Background: an optimization exercise with open tools, aiming at small area and a short achievable clock period. Do not read the settings as production practice. In this exercise RTL edits were held to simulation tests only and were not proved equivalent to the original. Power is estimated from default activity; no workload was simulated.

[config.mk]
export PLATFORM = sky130hd
export DESIGN_NAME = pu_net
export DESIGN_NICKNAME = pu_net
export VERILOG_FILES = /design/flow/design.v
export SDC_FILE = /design/flow/constraint.sdc
export NUM_CORES = 4
export LEC_CHECK = 0
export CAP_MARGIN = 20
export CORE_MARGIN = 2
export CORE_UTILIZATION = 40
export SLEW_MARGIN = 20
[constraint.sdc]
create_clock -name core_clock -period 10.0 [get_ports {clk}]
set_input_delay 2.0000 -clock core_clock [delete_from_list [all_inputs] [get_ports {clk}]]
set_output_delay 2.0000 -clock core_clock [all_outputs]
set_load 0.01 [all_outputs]
[design.v]
`default_nettype none
package pu_bus_pkg;
    localparam int attr_width       = 4;  
    localparam int attr_invalid_bit = 0;  
    typedef logic [attr_width-1:0] attr_t;
endpackage
`default_nettype wire
`default_nettype none
package pu_ctrl_pkg;
    typedef enum logic [2:0] {
        src_none  = 3'd0,  
        src_ext   = 3'd1,  
        src_mult  = 3'd2,
        src_accum = 3'd3,
        src_fram  = 3'd4
    } src_e;
    typedef enum logic [2:0] {
        dst_none  = 3'd0,  
        dst_mult  = 3'd1,
        dst_accum = 3'd2,
        dst_fram  = 3'd3,
        dst_ext   = 3'd4   
    } dst_e;
    typedef struct packed {
        src_e       src;
        dst_e       dst;
        logic       sel;   
        logic [1:0] addr;  
        logic       last;  
    } instr_t;
    localparam logic [2:0] SRC_NONE  = 3'd0;
    localparam logic [2:0] SRC_EXT   = 3'd1;
    localparam logic [2:0] SRC_MULT  = 3'd2;
    localparam logic [2:0] SRC_ACCUM = 3'd3;
    localparam logic [2:0] SRC_FRAM  = 3'd4;
    localparam logic [2:0] DST_NONE  = 3'd0;
    localparam logic [2:0] DST_MULT  = 3'd1;
    localparam logic [2:0] DST_ACCUM = 3'd2;
    localparam logic [2:0] DST_FRAM  = 3'd3;
    localparam logic [2:0] DST_EXT   = 3'd4;
    localparam int instr_width = 10;  
endpackage
`default_nettype wire
`timescale 1ns/1ps
`default_nettype none
import pu_bus_pkg::*;
module pu_multiplier
#(
    parameter int DATA_WIDTH = 32
) (
    input  wire logic                  clk,
    input  wire logic                  rst,
    input  wire logic                  signal_wr,
    input  wire logic                  signal_sel,
    input  wire logic [DATA_WIDTH-1:0] data_in,
    input  wire logic [attr_width-1:0] attr_in,
    input  wire logic                  signal_oe,
    output logic      [DATA_WIDTH-1:0] data_out,
    output logic [attr_width-1:0]                      attr_out
);
    localparam int HALF = DATA_WIDTH / 2;
    logic [DATA_WIDTH-1:0] arg [2];
    logic                  arg_inv [2];
    logic                  sel_q;            
    logic                  capture;          
    logic [DATA_WIDTH-1:0] product;
    logic                  product_inv;
    logic [DATA_WIDTH-1:0] result;
    logic                  result_inv;
    logic [attr_width-1:0]                 result_attr;
    function automatic logic fits_half(input logic [DATA_WIDTH-1:0] value);
        logic [HALF:0] top;
        top = value[DATA_WIDTH-1:HALF-1];
        fits_half = (&top) || !(|top);
    endfunction
    always_ff @(posedge clk) begin
        if (rst) begin
            arg[0]     <= '0;
            arg[1]     <= '0;
            arg_inv[0] <= 1'b0;
            arg_inv[1] <= 1'b0;
        end else if (signal_wr) begin
            arg[signal_sel]     <= data_in;
            arg_inv[signal_sel] <= attr_in[attr_invalid_bit];
        end
    end
    assign product = $signed(arg[0][HALF-1:0]) * $signed(arg[1][HALF-1:0]);
    assign product_inv = !fits_half(arg[0]) || !fits_half(arg[1])
                         || arg_inv[0] || arg_inv[1];
    always_ff @(posedge clk) begin
        if (rst) begin
            sel_q   <= 1'b0;
            capture <= 1'b0;
        end else begin
            sel_q   <= signal_sel;
            capture <= sel_q && !signal_sel;  
        end
    end
    always_ff @(posedge clk) begin
        if (rst) begin
            result     <= '0;
            result_inv <= 1'b0;
        end else if (capture) begin
            result     <= product;
            result_inv <= product_inv;
        end
    end
    always_comb begin
        result_attr                   = '0;
        result_attr[attr_invalid_bit] = result_inv;
    end
    assign data_out = signal_oe ? result : '0;
    assign attr_out = signal_oe ? result_attr : '0;
endmodule
`default_nettype wire
`timescale 1ns/1ps
`default_nettype none
import pu_bus_pkg::*;
module pu_accum
#(
    parameter int DATA_WIDTH = 32
) (
    input  wire logic                  clk,
    input  wire logic                  rst,
    input  wire logic                  signal_wr,
    input  wire logic                  signal_sel,
    input  wire logic [DATA_WIDTH-1:0] data_in,
    input  wire logic [attr_width-1:0] attr_in,
    input  wire logic                  signal_oe,
    output logic      [DATA_WIDTH-1:0] data_out,
    output logic [attr_width-1:0]                      attr_out
);
    logic [DATA_WIDTH-1:0] acc;
    logic                  acc_inv;
    logic [DATA_WIDTH-1:0] sum;
    logic                  overflow;
    logic [attr_width-1:0]                 acc_attr;
    assign sum = acc + data_in;
    assign overflow = (acc[DATA_WIDTH-1] == data_in[DATA_WIDTH-1])
                      && (sum[DATA_WIDTH-1] != acc[DATA_WIDTH-1]);
    always_ff @(posedge clk) begin
        if (rst) begin
            acc     <= '0;
            acc_inv <= 1'b0;
        end else if (signal_wr) begin
            if (signal_sel) begin
                acc     <= sum;
                acc_inv <= acc_inv || overflow || attr_in[attr_invalid_bit];  
            end else begin
                acc     <= data_in;
                acc_inv <= attr_in[attr_invalid_bit];
            end
        end
    end
    always_comb begin
        acc_attr                   = '0;
        acc_attr[attr_invalid_bit] = acc_inv;
    end
    assign data_out = signal_oe ? acc : '0;
    assign attr_out = signal_oe ? acc_attr : '0;
endmodule
`default_nettype wire
`timescale 1ns/1ps
`default_nettype none
import pu_bus_pkg::*;
module pu_fram
#(
    parameter int DATA_WIDTH = 32
) (
    input  wire logic                  clk,
    input  wire logic                  rst,
    input  wire logic                  signal_wr,
    input  wire logic [1:0]            signal_addr,
    input  wire logic [DATA_WIDTH-1:0] data_in,
    input  wire logic [attr_width-1:0] attr_in,
    input  wire logic                  signal_oe,
    output logic      [DATA_WIDTH-1:0] data_out,
    output logic [attr_width-1:0]                      attr_out
);
    logic [DATA_WIDTH-1:0] words [4];
    logic [attr_width-1:0]                 attrs [4];
    for (genvar i = 0; i < 4; i++) begin : g_word
        always_ff @(posedge clk) begin
            if (rst) begin
                words[i] <= '0;
                attrs[i] <= '0;
            end else if (signal_wr && (signal_addr == 2'(i))) begin
                words[i] <= data_in;
                attrs[i] <= attr_in;  
            end
        end
    end
    assign data_out = signal_oe ? words[signal_addr] : '0;
    assign attr_out = signal_oe ? attrs[signal_addr] : '0;
endmodule
`default_nettype wire
`timescale 1ns/1ps
`default_nettype none
import pu_ctrl_pkg::*;
module pu_sequencer
#(
    parameter int PROG_DEPTH = 16
) (
    input  wire logic                          clk,
    input  wire logic                          rst,
    input  wire logic                          prog_we,
    input  wire logic [$clog2(PROG_DEPTH)-1:0] prog_addr,
    input  wire logic [instr_width-1:0]        prog_data,
    input  wire logic                          start,
    output logic                               in_take,
    output logic                               ext_oe,
    output logic                               mult_oe,
    output logic                               accum_oe,
    output logic                               fram_oe,
    output logic                               mult_wr,
    output logic                               mult_sel,
    output logic                               accum_wr,
    output logic                               accum_sel,
    output logic                               fram_wr,
    output logic [1:0]                         fram_addr,
    output logic                               out_capture,
    output logic                               busy,
    output logic                               done
);
    localparam int PC_WIDTH = $clog2(PROG_DEPTH);
    logic   [instr_width-1:0] prog_mem [PROG_DEPTH];
    logic   [instr_width-1:0] cur;
    logic   [2:0]          cur_src;
    logic   [2:0]          cur_dst;
    logic                  cur_sel;
    logic   [1:0]          cur_addr;
    logic                  cur_last;
    logic   [PC_WIDTH-1:0] pc;
    logic                  mult_sel_q;
    logic                  accum_sel_q;
    logic   [1:0]          fram_addr_q;
    always_ff @(posedge clk) begin
        if (prog_we && !busy) begin
            prog_mem[prog_addr] <= prog_data;
        end
    end
    assign cur = prog_mem[pc];
    assign {cur_src, cur_dst, cur_sel, cur_addr, cur_last} = cur;  
    always_ff @(posedge clk) begin
        if (rst) begin
            pc   <= '0;
            busy <= 1'b0;
            done <= 1'b0;
        end else begin
            done <= busy && cur_last;
            if (!busy) begin
                if (start) begin
                    pc   <= '0;
                    busy <= 1'b1;
                end
            end else if (cur_last) begin
                busy <= 1'b0;
            end else begin
                pc <= pc + 1'b1;
            end
        end
    end
    assign ext_oe   = busy && (cur_src == pu_ctrl_pkg::SRC_EXT);
    assign mult_oe  = busy && (cur_src == pu_ctrl_pkg::SRC_MULT);
    assign accum_oe = busy && (cur_src == pu_ctrl_pkg::SRC_ACCUM);
    assign fram_oe  = busy && (cur_src == pu_ctrl_pkg::SRC_FRAM);
    assign in_take  = ext_oe;
    assign mult_wr     = busy && (cur_dst == pu_ctrl_pkg::DST_MULT);
    assign accum_wr    = busy && (cur_dst == pu_ctrl_pkg::DST_ACCUM);
    assign fram_wr     = busy && (cur_dst == pu_ctrl_pkg::DST_FRAM);
    assign out_capture = busy && (cur_dst == pu_ctrl_pkg::DST_EXT);
    assign mult_sel  = mult_wr ? cur_sel : mult_sel_q;
    assign accum_sel = accum_wr ? cur_sel : accum_sel_q;
    assign fram_addr = (fram_wr || fram_oe) ? cur_addr : fram_addr_q;
    always_ff @(posedge clk) begin
        if (rst) begin
            mult_sel_q  <= 1'b0;
            accum_sel_q <= 1'b0;
            fram_addr_q <= '0;
        end else begin
            mult_sel_q  <= mult_sel;
            accum_sel_q <= accum_sel;
            fram_addr_q <= fram_addr;
        end
    end
endmodule
`default_nettype wire
`timescale 1ns/1ps
`default_nettype none
import pu_bus_pkg::*;
import pu_ctrl_pkg::*;
module pu_net
#(
    parameter int DATA_WIDTH = 32,
    parameter int PROG_DEPTH = 16
) (
    input  wire logic                          clk,
    input  wire logic                          rst,
    input  wire logic                          prog_we,
    input  wire logic [$clog2(PROG_DEPTH)-1:0] prog_addr,
    input  wire logic [instr_width-1:0]        prog_data,
    input  wire logic                          start,
    input  wire logic [DATA_WIDTH-1:0]         in_data,
    input  wire logic [attr_width-1:0]         in_attr,
    output logic                               in_take,
    output logic                               out_valid,
    output logic      [DATA_WIDTH-1:0]         out_data,
    output logic [attr_width-1:0]                              out_attr,
    output logic                               busy,
    output logic                               done
);
    logic                  ext_oe, mult_oe, accum_oe, fram_oe;
    logic                  mult_wr, mult_sel, accum_wr, accum_sel, fram_wr;
    logic [1:0]            fram_addr;
    logic                  out_capture;
    logic [DATA_WIDTH-1:0] mult_data, accum_data, fram_data, bus_data;
    logic [attr_width-1:0]                 mult_attr, accum_attr, fram_attr, bus_attr;
    pu_sequencer #(
        .PROG_DEPTH(PROG_DEPTH)
    ) i_pu_sequencer (
        .clk, .rst, .prog_we, .prog_addr, .prog_data, .start, .in_take,
        .ext_oe, .mult_oe, .accum_oe, .fram_oe,
        .mult_wr, .mult_sel, .accum_wr, .accum_sel, .fram_wr, .fram_addr,
        .out_capture, .busy, .done
    );
    assign bus_data = (ext_oe ? in_data : '0) | mult_data | accum_data | fram_data;
    assign bus_attr = (ext_oe ? in_attr : '0) | mult_attr | accum_attr | fram_attr;
    pu_multiplier #(.DATA_WIDTH(DATA_WIDTH)) i_pu_multiplier (
        .clk, .rst, .signal_wr(mult_wr), .signal_sel(mult_sel),
        .data_in(bus_data), .attr_in(bus_attr), .signal_oe(mult_oe),
        .data_out(mult_data), .attr_out(mult_attr)
    );
    pu_accum #(.DATA_WIDTH(DATA_WIDTH)) i_pu_accum (
        .clk, .rst, .signal_wr(accum_wr), .signal_sel(accum_sel),
        .data_in(bus_data), .attr_in(bus_attr), .signal_oe(accum_oe),
        .data_out(accum_data), .attr_out(accum_attr)
    );
    pu_fram #(.DATA_WIDTH(DATA_WIDTH)) i_pu_fram (
        .clk, .rst, .signal_wr(fram_wr), .signal_addr(fram_addr),
        .data_in(bus_data), .attr_in(bus_attr), .signal_oe(fram_oe),
        .data_out(fram_data), .attr_out(fram_attr)
    );
    always_ff @(posedge clk) begin
        if (rst) begin
            out_valid <= 1'b0;
        end else begin
            out_valid <= out_capture;
        end
    end
    always_ff @(posedge clk) begin
        if (out_capture) begin
            out_data <= bus_data;
            out_attr <= bus_attr;
        end
    end
endmodule
`default_nettype wire
[run.sh]
#!/bin/bash
# synth_recipe.tcl (not shown) runs the flow's synth.tcl, then flattens the netlist and writes it again
# the make line also repeats each setting of config.mk as NAME=value (left out here)
make -C /OpenROAD-flow-scripts/flow DESIGN_CONFIG=/design/flow/config.mk WORK_HOME=/design/flow/orfs CLKGATE_MAP_FILE= SYNTH_SCRIPT=/design/flow/synth_recipe.tcl finish
==> flow_metrics.tcl <==
set metrics [dict create \
    path_max_fanout 56 \
    wl_per_cell_um 20.8 \
    synth_cell_type_count 74 \
    cp.arrival_ns 8.32 \
    worst_ep_required_time_ns 10.47 \
    diodes 0 \
    setup.worst_path.class "reg2reg" \
    min-delay-start "i_pu_multiplier.sel_q$_SDFF_PP0_" \
    grt_max_degree 78 \
    hold_viol_final 0 \
    placed_area_um2 33000 \
    grtUsageTotal_pct 21.6 \
    die_x_um 282 \
    synthFlopType "edfxtp_1" \
    io_pins 94 \
    yosysWarningCount 7 \
    drt-total-wl_um 84000 \
    final_layout_size_suffix_gt1_share_pct 8.99 \
    cts_root_buf "clkbuf_16" \
    vias 21800 \
    avgSynthCellArea_um2 10.6 \
    holdPathEnd "i_pu_multiplier.capture$_SDFF_PP0_" \
    antenna_left 0 \
    grt_pass1_wl_um 132000 \
    top_layer "met5" \
    syn_to_final_growth_pct 12.3 \
    ir_worst_vdd_mv 0.143 \
    finalSetupViolCount 0 \
    synthTopCellsByArea "edfxtp_1 (25%), fa_1 (17%), dfxtp_1 (15%)" \
    layout_common_cells "inv_1 (350), nor2_1 (297), fa_1 (263)" \
    syn_nets 3346 \
    htreeDepth 2 \
    start_util_pct 40.2 \
    antenna_found_initial 3 \
    finalCritPeriodShare_pct 78.5 \
    p_total_mw 5.81 \
    netlist_instances 2915 \
    core_um2 77100 \
    fin_util_pct 45.2 \
    route.met3.wl_um 5480 \
    cts_num_sinks 487 \
    viasPerCell 5.41 \
    register_area_um2 12400 \
    r2r-end "i_pu_accum.acc[31]$_SDFFE_PP0P_" \
    skew_ns 0.0512 \
    hold_buffers 0 \
    rsz0062_at_grt "no" \
    synth-seq-cells 487 \
    synth_top_area_share_pct 25.4 \
    p_per_area_nw_per_um2 167 \
    r2r_cells 22 \
    fmax_mhz 127 \
    r2r_slack_ns 2.15 \
    worstMarginPinSlew_ns 1.04 \
    fin_nets 3379 \
    fin_setup_tns_ns 0 \
    die_h_um 282 \
    multi_input_area_um2 16700 \
    end_kind "flip-flop" \
    overflow 0 \
    grt_pass1_vias 22700 \
    synth-edff-count 262 \
    post-route-min-period_ns 7.85 \
    final_area_um2 34800 \
    p_leak_nw 13.2 \
    postSynth.asyncResetShare_pct 0 \
    status "timing/DRC/antenna clean" \
    clkLatencyLatePin_ns 0.62 \
    portBuffers 93 \
    final_common_cell "inv_1" \
    post_cts_resized 0 \
    dp_hpwl_um 59300 \
    cp-start-kind "flip-flop" \
    route.met2.wl_um 39900 \
    drt_pass1_iterations 5 \
    drt-met1-wl_um 35800 \
    drt_iter0_drc 1667 \
    cts_made_buffers 52 \
    hold_class "reg2reg" \
    cts_max_path_buffers 3 \
    die-area_um2 79800 \
    maxCapViolCount 0 \
    slew_viol_final 0 \
    yosysTopAreaCell "edfxtp_1" \
    gp_congestion 0.877 \
    post-cts-setup-buffers 0 \
    n_fill_cell 7240 \
    cts_tree "built" \
    rows 102 \
    drc 0 \
    synth-seq-area-share_pct 39.9 \
    netlist_area_um2 31000 \
    worstHoldPathCells 1 \
    slew-limit-headroom_pct 30.8 \
    clk_pin_slew_worst_paths_ns 0.07 \
]
[report_power, final]
group | internal, mW | total (mW) | switching (mW) | leakage (nW)
clock | 1.23 | 2.08 | 0.847 | 0.896
sequential | 2.13 | 2.17 | 0.0390 | 4.31
combinational | 0.641 | 1.57 | 0.925 | 8.04
total | 4.00 | 5.81 | 1.81 | 13.2
[synth_stat cells, drive strengths merged, types with 15 or more instances]
| library cell | number |
|---|---|
| inv | 353 |
| nor2 | 302 |
| fa | 263 |
| edfxtp | 262 |
| nand2 | 226 |
| dfxtp | 225 |
| a211oi | 183 |
| o21ai | 124 |
| clkbuf | 118 |
| and2 | 115 |
| ha | 114 |
| mux2i | 97 |
| a21oi | 81 |
| nor3 | 56 |
| mux4 | 44 |
| xnor2 | 44 |
| buf | 40 |
| a21o | 32 |
| nand2b | 25 |
| a22oi | 21 |
| a31oi | 15 |
| nor4 | 15 |
[kinds of logic (layout without fill, tap and decap cells)]
group | after synthesis | after routing | share of synthesized area (%)
buffers and inverters | 511 | 587 | 6.47
flip-flops | 487 | 487 | 39.9
XOR/XNOR | 55 | 55 | 1.55
AO/OA/AOI/OAI | 526 | 526 | 11.9
adder cells (fa/ha/maj) | 377 | 377 | 21.6
AND/OR/NAND/NOR | 810 | 810 | 12.0
multiplexers | 149 | 149 | 6.64
[through the flow]
| step | worst slack, ns | hold slack (ns) | std cells |
|---|---|---|---|
| after floorplan | 4.01 | 0.432 | 2915 |
| after global placement | 2.26 | 0.448 | 3934 |
| after detailed placement | 2.08 | 0.462 | 3934 |
| after CTS | 2.06 | 0.471 | 4031 |
| after global routing | 1.34 | 0.475 | 4031 |
| final | 2.15 | 0.470 | 4031 |
[worst max path at each step]
stage / start / end / cells after the start
floorplan: i_pu_multiplier.arg[0][10]$_SDFFCE_PN0P_ / i_pu_multiplier.result[22]$_SDFFE_PP0P_ / 24
global placement: flip-flop / i_pu_accum.acc[31]$_SDFFE_PP0P_ / 22
detailed placement: flip-flop / i_pu_accum.acc[31]$_SDFFE_PP0P_ / 22
CTS: flip-flop / i_pu_accum.acc[31]$_SDFFE_PP0P_ / 22
global route: flip-flop / i_pu_accum.acc[31]$_SDFFE_PP0P_ / 22
finish: flip-flop / i_pu_accum.acc[31]$_SDFFE_PP0P_ / 22
[flip-flops by register name, indices dropped and copies added (netlist names), 2 cells and up, named ones only]
signal                      count
out_attr                        4
i_pu_sequencer.prog_mem       160
i_pu_multiplier.result         32
out_data                       32
i_pu_multiplier.arg            64
i_pu_fram.words               128
i_pu_accum.acc                 32
i_pu_fram.attrs                16
i_pu_sequencer.pc               4
i_pu_sequencer.fram_addr_q      2
i_pu_multiplier.arg_inv         2
[worst max-delay path, stage by stage (launching register included)]
cell	delay (ns)
dfxtp_2	0.94
buf_4	0.42
mux4_2	0.53
mux2i_1	0.19
o2bb2ai_1	0.25
nand3_2	0.27
nand2_2	0.20
mux2_4	0.80
buf_4	0.42
mux2i_1	0.28
a211oi_2	0.10
a21oi_2	0.36
inv_1	0.12
ha_1	0.26
a211oi_1	0.30
o211ai_1	0.21
nand4_1	0.18
a2111oi_0	0.16
o31ai_1	0.36
o22ai_1	0.19
o41ai_1	0.72
mux2i_1	0.27
a31oi_1	0.10
[layer usage]
layer / up-vias / GRT usage (%)
li1: 10000 / -
met1: 10900 / 29.4
met2: 717 / 35.5
met3: 140 / 2.86
met4: 4 / 7.29
met5: - / 0
[cell type report]
class                      instances  area share (%)
tap                             1040            3.74
timing repair buffer             137            3.66
sequential                       487            35.5
multi-input combinational       1917            47.9
clock buffer                      64            4.07
clock inverter                    33            1.29
inverter                         353            3.80

## re-timing with driven ports
In the flow no input, the clock included, has a driving cell. The finished layout below was timed again as built, in two steps.
Step 1 (the two cells are an assumption about what drives the block):
set clk [get_ports {clk}]
set_driving_cell -lib_cell sky130_fd_sc_hd__clkbuf_16 $clk
set_driving_cell -lib_cell sky130_fd_sc_hd__buf_2 [delete_from_list [all_inputs] $clk]
Step 2, shift: input delay + t, output delay - t, t = (earliest + latest rising clock arrival at the registers) / 2. This alone moves slack from input paths to output paths.
Three values: ideal, step 1, step 2; two values: the first two.
t (ns): 0.659
setup WS [ns]: 2.150 / 2.150 / 2.150
slew at the worst register clock pin (ns): 0.07 / 0.07
worst data-port slew with drivers (ns): 0.10
cell pins on the clock port's net: 1
After both steps setup and hold are still met in this run. The setup slack of this run moves by 0.000 ns with the drivers and by 0.000 ns with both steps.
